Source: an optimization exercise on an open RTL-to-GDS flow (aim: small area). Production flows keep margins and buffers that such runs may drop. Only simulation tests tie the RTL to the original design; equivalence was not proved. The clock port is modelled as an ideal driver; clocking choices that lean on that would not hold on a real chip. Power is estimated from default activity; no workload was simulated.

`design/flow/design.v`:
```
`default_nettype none
package lsq_pkg;
    localparam int addr_w = 32;
    localparam int data_w = 32;
    localparam int op_w = 3;
    localparam logic [op_w-1:0] op_none  = 3'd0;
    localparam logic [op_w-1:0] op_load  = 3'd1;
    localparam logic [op_w-1:0] op_store = 3'd2;
    localparam int size_w = 2;
    localparam logic [size_w-1:0] size_byte = 2'd0;
    localparam logic [size_w-1:0] size_half = 2'd1;
    localparam int mshr_idx_w   = 3;
    localparam int bank_meta_w  = 1 + mshr_idx_w;
    localparam int meta_rdy_bit = 0;
    localparam int meta_idx_lsb = 1;
    localparam int line_w = addr_w - 3;
    typedef union packed {
        logic [2*bank_meta_w-1:0]      raw;
        logic [1:0][bank_meta_w-1:0]   banks;
    } lsq_meta_u;
endpackage
`default_nettype wire
`timescale 1ns/1ns
`default_nettype none
module qnm #(
    parameter int n_width  = 8,
    parameter int q_length = 8
) (
    input  wire                         clk,
    input  wire                         arst_n,
    input  wire                         wr,
    input  wire                         rd,
    input  wire  [n_width-1:0]          n_din,
    input  wire                         pend_din,
    input  wire                         fill,
    input  wire  [2:0]                  fill_slot,
    output logic [n_width-1:0]          dout,
    output logic [n_width-1:0]          fill_dout,
    output logic [2:0]                  wr_slot,
    output logic                        head_pending,
    output logic                        full,
    output logic                        empty,
    output logic                        do_push
);
    logic [n_width-1:0]  payload_mem [q_length];
    logic [q_length-1:0] pending;
    logic [2:0]          wr_ptr;
    logic [q_length-1:0] rd_oh;
    logic [3:0]          count;
    logic                do_pop;
    logic [q_length-1:0] fill_oh;
    assign full    = count[3];
    assign empty   = (count == 4'd0);
    assign do_push = wr && !full;
    assign do_pop  = rd && !empty;
    assign wr_slot = wr_ptr;
    always_ff @(posedge clk or negedge arst_n) begin
        if (!arst_n) begin
            wr_ptr <= '0;
            rd_oh  <= q_length'(1);
            count  <= '0;
        end else begin
            if (do_push) wr_ptr <= wr_ptr + 3'd1;
            if (do_pop)  rd_oh  <= {rd_oh[q_length-2:0], rd_oh[q_length-1]};
            case ({do_push, do_pop})
                2'b10:   count <= count + 4'd1;
                2'b01:   count <= count - 4'd1;
                default: count <= count;
            endcase
        end
    end
    always_comb begin
        for (int i = 0; i < q_length; i++) begin
            fill_oh[i] = (fill_slot == 3'(i));
        end
    end
    always_ff @(posedge clk) begin
        if (do_push) begin
            payload_mem[wr_ptr] <= n_din;
        end
        for (int i = 0; i < q_length; i++) begin
            if (do_push && wr_ptr == 3'(i)) begin
                pending[i] <= pend_din;
            end else if (fill && fill_oh[i]) begin
                pending[i] <= 1'b0;
            end
        end
    end
    always_comb begin
        dout         = '0;
        fill_dout    = '0;
        head_pending = 1'b0;
        for (int i = 0; i < q_length; i++) begin
            dout         = dout | ({n_width{rd_oh[i]}} & payload_mem[i]);
            fill_dout    = fill_dout | ({n_width{fill_oh[i]}} & payload_mem[i]);
            head_pending = head_pending | (rd_oh[i] & pending[i]);
        end
    end
endmodule
`default_nettype wire
`timescale 1ns/1ns
`default_nettype none
import lsq_pkg::*;
module cache_bank #(
    parameter int bank_lines = 16
) (
    input  wire                    clk,
    input  wire                    arst_n,
    input  wire  [line_w-1:0]      line_addr,
    output logic                   hit,
    input  wire                    fill,
    input  wire  [line_w-1:0]      fill_line
);
    localparam int idx_w  = $clog2(bank_lines);
    localparam int ctag_w = line_w - idx_w;
    logic [ctag_w-1:0]     tag_mem [bank_lines];
    logic [bank_lines-1:0] line_valid;
    logic [idx_w-1:0]  look_idx;
    logic [idx_w-1:0]  fill_idx;
    assign look_idx = line_addr[idx_w-1:0];
    assign fill_idx = fill_line[idx_w-1:0];
    assign hit = line_valid[look_idx] && (tag_mem[look_idx] == line_addr[line_w-1:idx_w]);
    always_ff @(posedge clk or negedge arst_n) begin
        if (!arst_n) begin
            line_valid <= '0;
        end else if (fill) begin
            line_valid[fill_idx] <= 1'b1;
        end
    end
    always_ff @(posedge clk) begin
        if (fill) begin
            tag_mem[fill_idx] <= fill_line[line_w-1:idx_w];
        end
    end
endmodule
`default_nettype wire
`timescale 1ns/1ns
`default_nettype none
module lsq #(
    parameter int n_stage = 7
) (
    input  wire        clk,
    input  wire        arst_n,
    input  wire        miss_even,
    input  wire        miss_odd,
    input  wire  [2:0] wr_slot,
    output logic       fill_even,
    output logic       fill_odd,
    output logic [2:0] fill_slot
);
    logic [n_stage-1:0] st_even;
    logic [n_stage-1:0] st_odd;
    logic [2:0]         st_slot [n_stage];
    always_ff @(posedge clk or negedge arst_n) begin
        if (!arst_n) begin
            st_even <= '0;
            st_odd  <= '0;
        end else begin
            st_even <= {st_even[n_stage-2:0], miss_even};
            st_odd  <= {st_odd[n_stage-2:0], miss_odd};
        end
    end
    always_ff @(posedge clk) begin
        st_slot[0] <= wr_slot;
        for (int k = 1; k < n_stage; k++) begin
            st_slot[k] <= st_slot[k-1];
        end
    end
    assign fill_even = st_even[n_stage-1];
    assign fill_odd  = st_odd[n_stage-1];
    assign fill_slot = st_slot[n_stage-1];
endmodule
`default_nettype wire
`timescale 1ns/1ns
`default_nettype none
import lsq_pkg::*;
module lsq_subsystem #(
    parameter int q_length     = 8,
    parameter int tag_bits     = 6,
    parameter int rob_bits     = 6,
    parameter int fill_latency = 6,
    parameter int bank_lines   = 16
) (
    input  wire                  clk,
    input  wire                  arst_n,
    input  wire                  alloc,
    input  wire  [op_w-1:0]      operation_in,
    input  wire  [addr_w-1:0]    addr_in,
    input  wire  [data_w-1:0]    data_in,
    input  wire  [size_w-1:0]    size_in,
    input  wire  [tag_bits-1:0]  ooo_tag_in,
    input  wire  [rob_bits-1:0]  ooo_rob_in,
    input  wire                  dealloc,
    output logic                 valid_out,
    output logic                 lsq_full,
    output logic [op_w-1:0]      operation_out,
    output logic [addr_w-1:0]    addr_out,
    output logic [data_w-1:0]    data_out,
    output logic [size_w-1:0]    size_out,
    output logic [tag_bits-1:0]  ooo_tag_out,
    output logic [rob_bits-1:0]  ooo_rob_out
);
    localparam int n_w = op_w + addr_w + data_w + size_w + tag_bits + rob_bits;
    localparam int addr_lsb = size_w + tag_bits + rob_bits;
    logic [2:0]        byte_cnt;
    logic [2:0]        last_off;
    logic              split;
    logic              touch_even;
    logic              touch_odd;
    logic              do_push;
    logic              q_empty;
    logic [line_w-1:0] line_even;
    logic [line_w-1:0] line_odd;
    logic              hit_even;
    logic              hit_odd;
    logic [n_w-1:0]    head_payload;
    logic [n_w-1:0]    fill_payload;
    logic [2:0]        wr_slot;
    logic              miss_even;
    logic              miss_odd;
    logic              fill_even;
    logic              fill_odd;
    logic [2:0]        fill_slot;
    logic              head_pending;
    logic [addr_w-1:0] fill_addr;
    logic [line_w-1:0] fill_line_even;
    function automatic logic [line_w-1:0] even_line(input logic [addr_w-1:0] a);
        even_line = a[addr_w-1:3] + {{(line_w-1){1'b0}}, a[2]};
    endfunction
    always_comb begin
        case (size_in)
            size_byte: byte_cnt = 3'd1;
            size_half: byte_cnt = 3'd2;
            default:   byte_cnt = 3'd4;
        endcase
    end
    assign last_off   = {1'b0, addr_in[1:0]} + byte_cnt - 3'd1;
    assign split      = (last_off > 3'd3);
    assign touch_even = !addr_in[2] || split;
    assign touch_odd  = addr_in[2] || split;
    assign miss_even = do_push && touch_even && !hit_even;
    assign miss_odd  = do_push && touch_odd && !hit_odd;
    assign line_odd  = addr_in[addr_w-1:3];
    assign line_even = even_line(addr_in);
    qnm #(
        .n_width  (n_w),
        .q_length (q_length)
    ) u_qnm (
        .clk          (clk),
        .arst_n       (arst_n),
        .wr           (alloc),
        .rd           (dealloc),
        .n_din        ({operation_in, addr_in, data_in, size_in, ooo_tag_in, ooo_rob_in}),
        .pend_din     (miss_even || miss_odd),
        .fill         (fill_even || fill_odd),
        .fill_slot    (fill_slot),
        .dout         (head_payload),
        .fill_dout    (fill_payload),
        .wr_slot      (wr_slot),
        .head_pending (head_pending),
        .full         (lsq_full),
        .empty        (q_empty),
        .do_push      (do_push)
    );
    assign fill_addr      = fill_payload[addr_lsb+data_w +: addr_w];
    assign fill_line_even = even_line(fill_addr);
    cache_bank #(
        .bank_lines (bank_lines)
    ) u_bank_even (
        .clk       (clk),
        .arst_n    (arst_n),
        .line_addr (line_even),
        .hit       (hit_even),
        .fill      (fill_even),
        .fill_line (fill_line_even)
    );
    cache_bank #(
        .bank_lines (bank_lines)
    ) u_bank_odd (
        .clk       (clk),
        .arst_n    (arst_n),
        .line_addr (line_odd),
        .hit       (hit_odd),
        .fill      (fill_odd),
        .fill_line (fill_addr[addr_w-1:3])
    );
    lsq #(
        .n_stage (fill_latency + 1)
    ) u_lsq (
        .clk          (clk),
        .arst_n       (arst_n),
        .miss_even    (miss_even),
        .miss_odd     (miss_odd),
        .wr_slot      (wr_slot),
        .fill_even    (fill_even),
        .fill_odd     (fill_odd),
        .fill_slot    (fill_slot)
    );
    assign {operation_out, addr_out, data_out, size_out, ooo_tag_out, ooo_rob_out} =
        head_payload;
    assign valid_out = !q_empty && !head_pending;
endmodule
`default_nettype wire
```
`design/flow/config.mk`:
```
export PLATFORM = sky130hd
export DESIGN_NAME = lsq_subsystem
export DESIGN_NICKNAME = lsq_subsystem
export VERILOG_FILES = /design/flow/design.v
export SDC_FILE = /design/flow/constraint.sdc
export NUM_CORES = 4
export LEC_CHECK = 0
export CAP_MARGIN = 20
export CORE_MARGIN = 2
export CORE_UTILIZATION = 40
export PLACE_DENSITY = 0.6
export SLEW_MARGIN = 20
```
`design/flow/flow/post_cts.tcl`:
```
set clk_up {sky130_fd_sc_hd__clkbuf_1 sky130_fd_sc_hd__clkbuf_2 sky130_fd_sc_hd__clkbuf_4 sky130_fd_sc_hd__clkbuf_8 sky130_fd_sc_hd__clkbuf_16}
set slew_target 0.110
for {set iter 0} {$iter < 6} {incr iter} {
  estimate_parasitics -placement
  set drivers {}
  foreach p [get_pins -hierarchical */CLK] {
    if {[get_property $p slew_max] > $slew_target} {
      set net [get_nets -of_objects $p]
      foreach d [get_pins -of_objects $net -filter "direction == output"] {
        dict set drivers [get_full_name [get_cells -of_objects $d]] 1
      }
    }
  }
  set n 0
  foreach inst [dict keys $drivers] {
    set c [get_cells $inst]
    set ref [get_property $c ref_name]
    set i [lsearch $clk_up $ref]
    if {$i >= 0 && $i < [llength $clk_up] - 1} {
      replace_cell $c [lindex $clk_up [expr {$i + 1}]]
      incr n
    }
  }
  puts "post_cts: iteration $iter upsized $n clock buffers"
  if {$n == 0} { break }
  detailed_placement
}
estimate_parasitics -placement
check_placement -verbose
```
`design/flow/constraint.sdc`:
```
create_clock -name core_clock -period 6.0 [get_ports {clk}]
set_input_delay 1.2000 -clock core_clock [delete_from_list [all_inputs] [get_ports {clk}]]
set_output_delay 1.2000 -clock core_clock [all_outputs]
set_load 0.01 [all_outputs]
```
`design/flow/standard.sh`:
```
#!/bin/bash
# synth_recipe.tcl (not shown) runs the flow's synth.tcl, then flattens the netlist and writes it again
# the make line also repeats each setting of config.mk as NAME=value (left out here)
make -C /OpenROAD-flow-scripts/flow DESIGN_CONFIG=/design/flow/config.mk WORK_HOME=/design/flow/orfs CLKGATE_MAP_FILE= SYNTH_SCRIPT=/design/flow/synth_recipe.tcl "${@:-finish}"
```
`design/flow/flow/run.sh`:
```
#!/bin/bash
# Standard ORFS layout (standard.sh) with these changes:
#  - port buffers use buf_1 (every port still gets its own buffer)
# The whole make output goes to flow_make.log in the work folder; ORFS keeps
# each step's log under orfs/logs.
set -euo pipefail
here=$(cd "$(dirname "${BASH_SOURCE[0]}")" && pwd)
export CTS_ARGS="-repair_clock_nets -dont_use_dummy_load -buf_list sky130_fd_sc_hd__clkbuf_4"
export BUFFER_PORTS_ARGS="-buffer_cell sky130_fd_sc_hd__buf_1"
export POST_CTS_TCL="$here/post_cts.tcl"
bash standard.sh finish > flow_make.log 2>&1
```
==> impl_metrics.json <==
{
  "dr.pass1.iters": 10,
  "antenna_left": 0,
  "synth.distinct_cells": 92,
  "mappedNetlistArea_sq_mm": 0.0613,
  "ios": 168,
  "grt_max_degree": 82,
  "avgViaCountPerCell": 6.02,
  "stdcell_area_sq_mm": 0.0672,
  "synth_nets": 3389,
  "setup_ws_ns": 1.11,
  "io_buffers": 167,
  "gr-total-overflow": 0,
  "period_share_pct": 81.5,
  "synth_top_flop_cell": "edfxtp_1",
  "synthCells": 3279,
  "layout-drive-gt1-share_pct": 18.9,
  "final_cell_mix": "1456 x edfxtp_1, 342 x a22oi_1, 220 x mux4_2, 162 x buf_1, 143 x buf_4",
  "num_vias": 33786,
  "crit_chain": "buf_4 > nor2_2 > a221oi_1 > nor2_1 > a211o_1 > ha_1 > nor3b_2 > xor2_1 > nand2_1 > nor2_4 > buf_12",
  "cp.depth": 11,
  "drt_iter0_drc": 4290,
  "power.leakage_nw": 21.0,
  "critPathTopFamily": "simple AND/OR/NAND/NOR gates",
  "cts_tree": "done",
  "grt_pass1_vias": 33337,
  "synth_top_cell_area_share_pct": 71.4,
  "utilization_pct": 44.2,
  "syn_area_per_cell_sq_um": 18.7,
  "final_max_slew_viol_count": 0,
  "die_w_um": 395,
  "power_density_mw_per_mm2": 413,
  "maxCapViolCount": 0,
  "grt_pass1_wl_um": 242000,
  "place_area_sq_mm": 0.0654,
  "arrival_ns": 5.68,
  "die_h_um": 395,
  "num_rows": 143,
  "wl_per_cell_um": 30.2,
  "slowest_delay_ns": 0.69,
  "routed_wl_um": 170000,
  "drcViolationCount": 0,
  "pre_cts_ws_ns": 0.538,
  "layout_commonest_cell": "edfxtp_1",
  "final_hold_viol_count": 0,
  "syn_to_final_growth_pct": 9.72,
  "synth_top_area_cell": "edfxtp_1",
  "cpMaxStageDelayCell": "dfxtp_2",
  "yosysWarnings": 5,
  "hp-class": "input pin to asynchronous set/reset pin",
  "tns_ns": 0,
  "gp_congestion": 0.879,
  "dpl.hpwl_um": 101000,
  "clock-sinks": 1538,
  "crit_type": "register to register",
  "synth-edff-count": 1456,
  "worst-slew-pin-transition_ns": 1.22,
  "start_util_pct": 40.3,
  "clk_pin_slew_ns": 0.09,
  "setup-violations-final": 0,
  "core_sq_mm": 0.152,
  "ys_seq_elements": 1538,
  "grtUsageTotal_pct": 21.4,
  "slew_headroom_pct": 18.8,
  "dieArea_sq_mm": 0.156,
  "async_flop_share_pct": 3.97,
  "rsz0062_at_grt": "no",
  "status": "no timing/DRC/antenna violations",
  "synth_area_leaders": "edfxtp_1 71%, mux4_2 8.1%, a22oi_1 4.2%",
  "final_nets": 3688,
  "irDropWorstVdd_uv": 336,
  "fin_crit_ns": 4.89,
  "path_buf_inv": 2,
  "clock_latency_ns": 1.18,
  "layout.cells.non_filler": 5615,
  "start_kind": "register",
  "max_freq_ghz": 0.204,
  "reg2regPathDepth": 11,
  "dp.cells": 5460,
  "antenna_found_initial": 8,
  "yosysSeqAreaShare_pct": 74.6,
  "skew_ns": 0.108,
  "worstPathMaxFanout": 23,
  "cp.required_ns": 6.79,
  "cp-end-kind": "register"
}
==> metrics by stage <==
stage	hold WS [ns]	total power, mW
after floorplan	0.310	19.3
after global placement	0.311	22.8
after detailed placement	0.313	22.9
after global routing	0.228	28.8
final	0.248	27.7
==> cell families (layout without fill, tap and decap cells) <==
kind of cell | Yosys count | in the layout | share of synthesized area, %
AND/OR/NAND/NOR | 451 | 451 | 3.96
flip-flops | 1538 | 1538 | 74.6
multiplexers | 383 | 383 | 10.8
buffers and inverters | 225 | 522 | 1.86
AO/OA/AOI/OAI | 557 | 557 | 6.77
XOR/XNOR | 100 | 100 | 1.50
adder cells (fa/ha/maj) | 25 | 25 | 0.523
other | 0 | 9 | 0
==> Yosys cell counts (all sizes together), types with 4 or more instances <==
| library cell | instances |
|---|---|
| nor2 | 70 |
| o22ai | 14 |
| o21ai | 47 |
| dfrtp | 60 |
| a22o | 4 |
| o21a | 5 |
| dfxtp | 21 |
| nor4 | 12 |
| nor3 | 34 |
| a22oi | 342 |
| nand2b | 9 |
| o221ai | 5 |
| nand4 | 96 |
| nor2b | 12 |
| inv | 41 |
| and2 | 14 |
| a21oi | 21 |
| a221oi | 45 |
| edfxtp | 1456 |
| a41o | 7 |
| and3 | 15 |
| or4 | 8 |
| clkbuf | 81 |
| mux2i | 121 |
| ha | 24 |
| and4 | 7 |
| mux2 | 42 |
| or3 | 5 |
| and3b | 8 |
| a21o | 20 |
| o31ai | 4 |
| o21bai | 6 |
| buf | 102 |
| mux4 | 220 |
| xor2 | 31 |
| a31o | 4 |
| nand2 | 117 |
| nand3 | 27 |
| xnor2 | 66 |
| nor3b | 7 |
==> area by class of cell <==
class	count	area, sq um
sequential	1538	45700
fill	13167	84900
timing repair buffer	335	2220
multi-input combinational	1516	14900
tap	2030	2540
inverter	42	158
clock buffer	145	1690
antenna	9	22.5
==> state kept, by name (all words and copies together) (netlist names), 8 cells and up <==
register                count
u_qnm.pending               8
u_bank_odd.tag_mem        400
u_bank_even.tag_mem       400
u_lsq.st_slot              21
u_bank_even.line_valid     16
u_bank_odd.line_valid      16
u_qnm.rd_oh                 8
u_qnm.payload_mem         648
==> final timing paths <==
check	to	slack [ns]	startpoint
min	u_bank_even.line_valid[8]	0.25	arst_n
min reg2reg	u_lsq.st_odd[4]	0.30	u_lsq.st_odd[3]
max in group asynchronous	u_qnm.rd_oh[4]	5.06	arst_n
min in group core_clock	u_lsq.st_odd[4]	0.30	u_lsq.st_odd[3]
max reg2reg	u_bank_even.tag_mem[11][22]	1.11	u_lsq.st_slot[6][2]
max	u_bank_even.tag_mem[11][22]	1.11	u_lsq.st_slot[6][2]
==> layer usage <==
layer | GRT usage (%) | up-vias | share of wire [%]
li1 | - | 14054 | -
met1 | 31.1 | 17952 | 43
met5 | 0 | - | 0.022
met3 | 3.73 | 241 | 7.7
met2 | 33.3 | 1533 | 47
met4 | 5.89 | 6 | 2.6
==> power breakdown <==
group,internal [mW],switching [mW]
Clock,1.82,3.20
Sequential,14.6,0.495
Combinational,2.18,5.40

what the ideal ports hide:
No port has a modelled driver above. Below, the same layout with a new extraction and two added sets of constraints. Step 1 (the two cells are an assumption about what drives the block):
set clk [get_ports {clk}]
set_driving_cell -lib_cell sky130_fd_sc_hd__clkbuf_16 $clk
set_driving_cell -lib_cell sky130_fd_sc_hd__buf_2 [delete_from_list [all_inputs] $clk]
Step 2 moves the port delays by t, midway between the first and last clock arrival at a register: inputs arrive t later, outputs are due t later. That takes back most of the time a late clock gives input paths. Three values: ideal ports, drivers, drivers and shift; two values: the first two.
t (ns): 1.200
setup slack, ns: 1.108 / 1.108 / 0.477
worst setup path at the end: input to register
worst slew at a driven data input, ns: 0.17
pins driven straight from the clock port: 1
After both steps this run still meets setup and hold. The setup slack of this run moves by 0.000 ns with the drivers and by -0.631 ns with both steps.
